Context: an optimization exercise on an open-source flow, tuned for small area, a short achievable clock period and few clock cycles. The choices shown serve that exercise and are no tape-out recipe. No activity file was given, so power comes from the tool's default toggle rates.

==> trial 72: inputs <==
Design mvm_accel, start of the top module:
module mvm_accel (
  input  wire        clk_main_a0,
  input  wire        rst_main_n_sync,
  input  wire        awvalid,
  input  wire [31:0] awaddr,
  input  wire        wvalid,
  input  wire [31:0] wdata,
  input  wire        bready,
  input  wire        arvalid,
  input  wire [31:0] araddr,
  input  wire        rready,
  output wire        awready,
  output wire        wready,
  output wire        bvalid,
  output wire [1:0]  bresp,
  output wire        arready,
  output wire        rvalid,
  output wire [31:0] rdata,
  output wire [1:0]  rresp
);
  mvm_top u_top (
    .clk_main_a0     (clk_main_a0),
    .rst_main_n_sync (rst_main_n_sync),
    .awvalid         (awvalid),
    .awaddr          (awaddr),
    .wvalid          (wvalid),
    .wdata           (wdata),
    .bready          (bready),
    .arvalid         (arvalid),
    .araddr          (araddr),
    .rready          (rready),
    .awready         (awready),
    .wready          (wready),
    .bvalid          (bvalid),
    .bresp           (bresp),
    .arready         (arready),
    .rvalid          (rvalid),
    .rdata           (rdata),
    .rresp           (rresp)
  );
endmodule
clock: 12.0 ns
lec_check: 0
cap_margin: 20
core_margin: 2
core_utilization: 60
slew_margin: 20
standard.sh (not shown) runs the stock make flow with config.mk's settings and CLKGATE_MAP_FILE= SYNTH_SCRIPT=/design/flow/synth_recipe.tcl, a recipe that flattens the netlist after the stock synthesis.
==> flow/flow/run.sh <==
#!/bin/bash
# The standard layout, with timing repair asked to leave more setup slack
# than the clock period needs, so that it also shortens the paths that
# already meet the period.
set -euo pipefail
bash standard.sh SETUP_SLACK_MARGIN=8.3 finish > standard_flow.log 2>&1
==> inputs of build 11, as changes to trial 72 <==
--- a/flow/design.v
+++ b/flow/design.v
@@ -46,16 +46,17 @@
   logic        aw_got, w_got;
   logic        aw_hs, w_hs;
   logic        aw_got_n, w_got_n, pair;
   logic        bvalid_n;
   logic        wr_scr;
   logic [31:0] scratch;
   logic [1:0]  rd_ptr;
   logic [31:0] rd_word;
+  logic [31:0] rdata_hold;
   logic        rvalid_n;
   assign aw_hs    = awvalid && awready;
   assign w_hs     = wvalid && wready;
   assign aw_got_n = aw_got || aw_hs;
   assign w_got_n  = w_got || w_hs;
   assign pair     = aw_got_n && w_got_n;
   assign bvalid_n = pair || (bvalid && !bready);
   always_ff @(posedge clk_main_a0) begin
@@ -110,39 +111,46 @@
       arready <= !rvalid_n;
       if (arvalid && arready && araddr == mvm_pkg::data_addr) begin
         rd_ptr <= rd_ptr + 1'b1;
       end
     end
   end
   always_ff @(posedge clk_main_a0) begin
     if (arvalid && arready) begin
-      rdata <= rd_word;
+      rdata_hold <= rd_word;
     end
+    rdata <= ((arvalid && arready) || !rvalid) ? rd_word : rdata_hold;
   end
   assign bresp = 2'b00;
   assign rresp = 2'b00;
 endmodule
 `default_nettype wire
 `default_nettype none
 module mvm_operand_buffer (
   input  logic         clk_main_a0,
   input  logic [3:0]   lane_wr,
   input  logic [31:0]  word,
+  input  logic [13:0]  res_wr,
+  input  logic [7:0]   res,
   output logic [127:0] tap,
   output logic [7:0]   tap_late
 );
   logic [mvm_pkg::ring_len-1:0][127:0] ring;
   always_ff @(posedge clk_main_a0) begin
     for (int q = 0; q < mvm_pkg::ring_len; q++) begin
-      for (int j = 0; j < 4; j++) begin
-        if (q == 2 * j && lane_wr[j]) begin
-          ring[q][32*j +: 32] <= word;
-        end else begin
-          ring[q][32*j +: 32] <= ring[(q + mvm_pkg::ring_len - 1) % mvm_pkg::ring_len][32*j +: 32];
+      for (int e = 0; e < 16; e++) begin
+        ring[q][8*e +: 8] <= ring[(q + mvm_pkg::ring_len - 1) % mvm_pkg::ring_len][8*e +: 8];
+        for (int k = 1; k <= 14; k++) begin
+          if (q == (10 + k) % 17 && e == (16 + 17 * 2 - 2 * k) % 17 && res_wr[k-1]) begin
+            ring[q][8*e +: 8] <= res;
+          end
+        end
+        if (q == 2 * (e / 4) && lane_wr[e / 4]) begin
+          ring[q][8*e +: 8] <= word[8*(e % 4) +: 8];
         end
       end
     end
   end
   assign tap      = ring[mvm_pkg::tap_pos];
   assign tap_late = ring[mvm_pkg::tap_pos + 1][15:8];
 endmodule
 `default_nettype wire
@@ -150,59 +158,59 @@
 module mvm_engine (
   input  logic         clk_main_a0,
   input  logic         rst_main_n_sync,
   input  logic         trig,
   input  logic [31:0]  count,
   input  logic         bubble,
   input  logic [127:0] tap,
   input  logic [7:0]   tap_late,
+  output logic [13:0]  res_wr,
+  output logic [7:0]   res,
   output logic         busy,
   output logic         busy_next,
   output logic         result_zero,
   output logic [127:0] result
 );
   logic              first;
   logic [31:0]       cnt;
   logic [127:0]      vcur;
-  logic [13:0][7:0]  vsh;
   logic              late;
-  logic [15:0][7:0]  vnew;
+  logic [4:0]        jcnt;
   logic [7:0]        s;
   logic              load_vec;
   logic              load_new;
   mvm_dot u_dot (
     .clk_main_a0 (clk_main_a0),
     .a           (tap),
     .a2          (tap_late),
     .b           (vcur),
     .s           (s)
   );
   always_ff @(posedge clk_main_a0) begin
-    vsh <= {vsh[12:0], s};
+    jcnt <= bubble ? 5'd1 : jcnt + 5'd1;
   end
   always_comb begin
-    for (int r = 0; r < 16; r++) begin
-      if (r == 3 || r == 1) begin
-        vnew[r] = s;
-      end else begin
-        vnew[r] = vsh[((r + 12) * 9) % 17];
-      end
+    for (int k = 1; k <= 14; k++) begin
+      res_wr[k-1] = busy && !first && (jcnt == k + 2);
     end
   end
+  assign res = s;
   assign load_vec = bubble && (trig || (busy && first));
   assign load_new = bubble && busy && !first;
   always_ff @(posedge clk_main_a0) begin
     for (int r = 0; r < 16; r++) begin
       if (load_vec) begin
         vcur[8*r +: 8] <= tap[8*r +: 8];
-      end else if (r != 1 && load_new) begin
-        vcur[8*r +: 8] <= vnew[r];
+      end else if (r == 3 && load_new) begin
+        vcur[8*r +: 8] <= s;
       end else if (r == 1 && late) begin
-        vcur[8*r +: 8] <= vnew[r];
+        vcur[8*r +: 8] <= s;
+      end else if (r != 1 && r != 3 && load_new) begin
+        vcur[8*r +: 8] <= tap[8*r +: 8];
       end
     end
   end
   assign result = vcur;
   always_comb begin
     busy_next = busy;
     if (trig) begin
       busy_next = !(bubble && count == 32'd0);
@@ -3082,16 +3090,18 @@
   logic         wr_data;
   logic [31:0]  wr_word;
   logic         load_ok_next;
   logic         busy, busy_next;
   logic         result_zero;
   logic [127:0] result;
   logic [127:0] tap;
   logic [7:0]   tap_late;
+  logic [13:0]  res_wr;
+  logic [7:0]   res;
   logic [4:0]   ph;         
   logic [6:0]   widx;       
   logic [4:0]   tgt;        
   logic [4:0]   btap;       
   logic         ld;
   logic         trig;
   logic [3:0]   lane_wr;
   logic [6:0]   widx_n;
@@ -3166,27 +3176,31 @@
     if (ld && widx == 7'd67) begin
       btap <= mvm_pkg::add17(tgt, mvm_pkg::tap_pos);
     end
   end
   mvm_operand_buffer u_buffer (
     .clk_main_a0 (clk_main_a0),
     .lane_wr     (lane_wr),
     .word        (wr_word),
+    .res_wr      (res_wr),
+    .res         (res),
     .tap         (tap),
     .tap_late    (tap_late)
   );
   mvm_engine u_engine (
     .clk_main_a0     (clk_main_a0),
     .rst_main_n_sync (rst_main_n_sync),
     .trig            (trig),
     .count           (wr_word),
     .bubble          (ph == btap),
     .tap             (tap),
     .tap_late        (tap_late),
+    .res_wr          (res_wr),
+    .res             (res),
     .busy            (busy),
     .busy_next       (busy_next),
     .result_zero     (result_zero),
     .result          (result)
   );
 endmodule
 `default_nettype wire
 `default_nettype none
==> flow/flow/run.sh (replaced) <==
#!/bin/bash
# The standard layout with two changes:
# - synthesis is the standard one (synth_recipe.tcl) except that Yosys's
#   generic "synth" command runs without its quick ABC pass, which otherwise
#   reshapes the full-adder logic so that extract_fa leaves an inverter
#   between most full adders; registers, their names and cells are the same;
# - timing repair is asked to leave more setup slack than the clock period
#   needs, so that it also shortens the paths that already meet it;
# and plain buffers on the ports.
set -euo pipefail
sed 's/yosys synth -nofsm -noshare {\*}\$args/yosys synth -nofsm -noshare -noabc {*}$args/' \
  synth_recipe.tcl > flow_synth.tcl
grep -q -- '-noabc' flow_synth.tcl
export BUFFER_PORTS_ARGS="-buffer_cell sky130_fd_sc_hd__buf_2"
bash standard.sh SYNTH_SCRIPT="$PWD/flow_synth.tcl" SETUP_SLACK_MARGIN=8.6 finish > standard_flow.log 2>&1
- CTS_CLUSTER_DIAMETER: unset -> 90
- CTS_CLUSTER_SIZE: unset -> 25
==> impl_results.md <==
- Int Pwr: roughly 14000 uW
- Area delta synth->final: 17.3%
- Post-Synthesis Cells: between 5000 and 6000
- ANT nets after route: 1
- Mapped Area: ~77000 um^2
- Htree depth: 4
- Number of tapcells: around 1700
- Failing Checks: antenna violations
- 1st-iter DRT viols: approximately 3900
- Outcome: finished with violations
- Clk latency of the worst-skew pair: approximately 870 ps
- Register area share after synthesis: slightly above 70%
- Combinational fraction of design power: under 10%
- Synth Area in Simple Gates: 8.25%
- Dpl hpwl: roughly 130000 um
That was trial 72.
==> impl_results.md <==
- Outcome: timing/DRC/antenna clean
- Dpl hpwl: about 140000 um
- Int Pwr: 10900 uW
- Htree depth: 3
- Mapped Area: ~75000 um^2
- 1st-iter DRT viols: about 3900
- Synth Area in Simple Gates: between 8 and 9%
- Area delta synth->final: 12.0%
- Number of tapcells: about 1600
- Post-Synthesis Cells: ~5000
- Register area share after synthesis: 72.0%
- ANT nets after route: 0
- Combinational fraction of design power: under 10%
That was build 11.
No run of this note included a check of the RTL's function; only the layout flow was run.

==> what the ideal ports hide <==
No port has a modelled driver above. Below, the same layouts with a new extraction and two added sets of constraints.
Step 1, drivers: a clkbuf_16 drives clk_main_a0 and a buf_2 each remaining input, both assumed.
Step 2 times the ports against the registers' clock, not the clock port: input delays grow and output delays shrink by t, the midpoint of the rising clock arrivals with the driver on.
a / b / c = ideal / step 1 / step 2; a / b = the first two.
| run | t, ns | slack for setup (ns) | worst setup path at the end | worst register clock-pin slew, ns | worst data-port slew with drivers (ns) |
|---|---|---|---|---|---|
| trial 72 | 0.894 | 8.052 / 7.975 / 7.453 | input to register | 0.08 / 0.08 | 0.06 |
| build 11 | 0.848 | 8.170 / 8.212 / 7.364 | input to register | 0.11 / 0.11 | 0.12 |
For build 11, which loses most, drivers alone change the setup slack by +0.042 ns; drivers and shift together by -0.806 ns.
